Background: an optimization exercise with open tools, aiming at small area. Do not read the settings as production practice. The RTL was checked by simulation tests, not by an equivalence proof against the original design. Power and IR drop assume default switching activity.

==> flow/design.v (excerpt) <==
module reg_file_mp #(
    parameter int N    = 32,
    parameter int NREG = 16,
    parameter int NRD  = 4,
    parameter int NWR  = 4,
    parameter int AW   = 4
) (
    input  logic              clk,
    input  logic              rst,
    input  logic [NRD*AW-1:0] rd_addr,
    output logic [NRD*N-1:0]  rd_data,
    output logic [NRD-1:0]    rd_busy,
    input  logic [NWR-1:0]    wr_en,
    input  logic [NWR*AW-1:0] wr_addr,
    input  logic [NWR*N-1:0]  wr_data,
    input  logic              rsv_en,
    input  logic [AW-1:0]     rsv_addr,
    input  logic              pc_write,
    input  logic [N-1:0]      pc_update,
    output logic [N-1:0]      pc,
    input  logic              cpsr_write,
    input  logic [N-1:0]      cpsr_update,
    output logic [N-1:0]      cpsr
);
    logic [NREG-2:0][N-1:0]   regs;
    logic [N-1:0]             r15;
    logic [NREG-1:0][N-1:0]   cur, nxt;
    logic [NREG-2:0]          valid;
    logic [NREG-1:0]          busy, nxt_busy, hold, vmask;
    logic [NREG-1:0][NWR-1:0] win;
    logic [NRD*AW-1:0]        rd_addr_q;
    logic [NRD-1:0][NREG-1:0] rsel;
    logic [N-1:0]             nxt_cpsr;
    assign cur = {r15, regs};
    always_comb begin
        for (int r = 0; r < NREG; r++) begin
            logic [NWR-1:0] hit;
            logic           p;
            for (int j = 0; j < NWR; j++)
                hit[j] = wr_en[j] && (wr_addr[j*AW +: AW] == AW'(r));
            p = (r == NREG-1) && pc_write;
            for (int j = 0; j < NWR; j++) begin
  ...
Size: ~3,600 cells after synthesis, about 0.035 mm² of cells after synthesis.
Settings: LEC_CHECK=0, CAP_MARGIN=10, CELL_PAD_IN_SITES_DETAIL_PLACEMENT=1, CELL_PAD_IN_SITES_GLOBAL_PLACEMENT=2, CORE_MARGIN=2, CORE_UTILIZATION=30, CTS_BUF_LIST=sky130_fd_sc_hd__clkbuf_4, CTS_CLUSTER_DIAMETER=40, CTS_CLUSTER_SIZE=8, GPL_ROUTABILITY_DRIVEN=1, PLACE_DENSITY=0.4, SLEW_MARGIN=10, SYNTH_HIERARCHICAL=1, SYNTH_MINIMUM_KEEP_SIZE=0; clock period 6.0 ns.
standard.sh (not shown) runs the stock make flow with config.mk's settings and CLKGATE_MAP_FILE= SYNTH_SCRIPT=/design/flow/synth_recipe.tcl, a recipe that flattens the netlist after the stock synthesis.
==> flow/flow/run.sh <==
#!/bin/bash
# The standard layout (standard.sh) with two changes made through ORFS's own variables:
# - the ports get the smallest buffer, sky130_fd_sc_hd__buf_1, instead of buffer_ports' default;
# - clock tree synthesis uses clkbuf_4 in sink clusters of up to 8 and inserts no dummy loads.
set -o pipefail
export BUFFER_PORTS_ARGS="-buffer_cell sky130_fd_sc_hd__buf_1"
export CTS_ARGS="-sink_clustering_enable -repair_clock_nets -dont_use_dummy_load -buf_list sky130_fd_sc_hd__clkbuf_4 -sink_clustering_size 8 -sink_clustering_max_diameter 40"
bash standard.sh > standard.log 2>&1
Rerun with:
==> flow/flow/run.sh (replaced) <==
#!/bin/bash
# The standard layout, with the smallest buffer on the ports instead of the
# delay cell buffer_ports would pick by default.
set -o pipefail
export BUFFER_PORTS_ARGS="-buffer_cell sky130_fd_sc_hd__buf_1"
bash standard.sh > standard.log 2>&1
- CAP_MARGIN: 10 -> 20
- CORE_UTILIZATION: 30 -> 20
- CTS_CLUSTER_DIAMETER: 40 -> 50
- CTS_CLUSTER_SIZE: 8 -> 12
- PLACE_DENSITY: 0.4 -> 0.3
- SLEW_MARGIN: 10 -> 20
The new run finished clean.
Sequential share of layout area fell by 1.5 points.
Non-clock buffer count went down by 16.
Sequential power drops by about 2%.
Worst hold slack loses 0.0060 ns.
Register-to-register slack improves by 0.02 ns.
Routed wire length rises by 17%.
Power went up by 11%.
Setup slack gains 0.045 ns.
Final area came out higher by 5.3%.
Via count fell by 1.7%.
Cell count goes up by 15%.
Rerun with:
==> flow/flow/run.sh (replaced) <==
#!/bin/bash
# The standard layout (standard.sh) with two changes made through ORFS's own variables:
# - the ports get the smallest buffer, sky130_fd_sc_hd__buf_1, instead of buffer_ports' default;
# - clock tree synthesis uses clkbuf_4 in sink clusters of up to 8 and inserts no dummy loads.
set -o pipefail
export BUFFER_PORTS_ARGS="-buffer_cell sky130_fd_sc_hd__buf_1"
export CTS_ARGS="-sink_clustering_enable -repair_clock_nets -dont_use_dummy_load -buf_list sky130_fd_sc_hd__clkbuf_4 -sink_clustering_size 8 -sink_clustering_max_diameter 40"
bash standard.sh > standard.log 2>&1
- CTS_CLUSTER_DIAMETER: 50 -> 40
- CTS_CLUSTER_SIZE: 12 -> 8
- cell area decreases by 2.0%
- die area does not change
- total power decreases by 7.3%
- wire length hardly moves

[static timing again, ports no longer ideal]
The flow's constraints put no driver on any port. The routed layouts listed below were extracted and timed again, unchanged, in two steps. Step 1, drivers: a clkbuf_16 drives clk and a buf_2 each remaining input, both assumed. Step 2 adds t to the input delays and takes it off the output delays; t is the mean of the earliest and latest rising clock arrival at the registers after step 1. Input paths then give back, and output paths get back, about the clock's delay inside the block. Slacks: ideal ports / drivers / drivers and shift; pairs: ideal ports / drivers.
| run | t, ns | slack for setup (ns) | worst hold slack (ns) | worst setup path after step 2 |
|---|---|---|---|---|
| the first run | 1.230 | 0.383 / 0.308 / 1.538 | 0.148 / 0.099 / 0.488 | register to output |
| the second run | 1.294 | 0.428 / 0.350 / 1.644 | 0.142 / 0.096 / 0.492 | register to output |
| the third run | 1.369 | 0.498 / 0.421 / 1.682 | 0.103 / 0.073 / 0.489 | input to register |
After both steps every run listed still meets setup and hold.
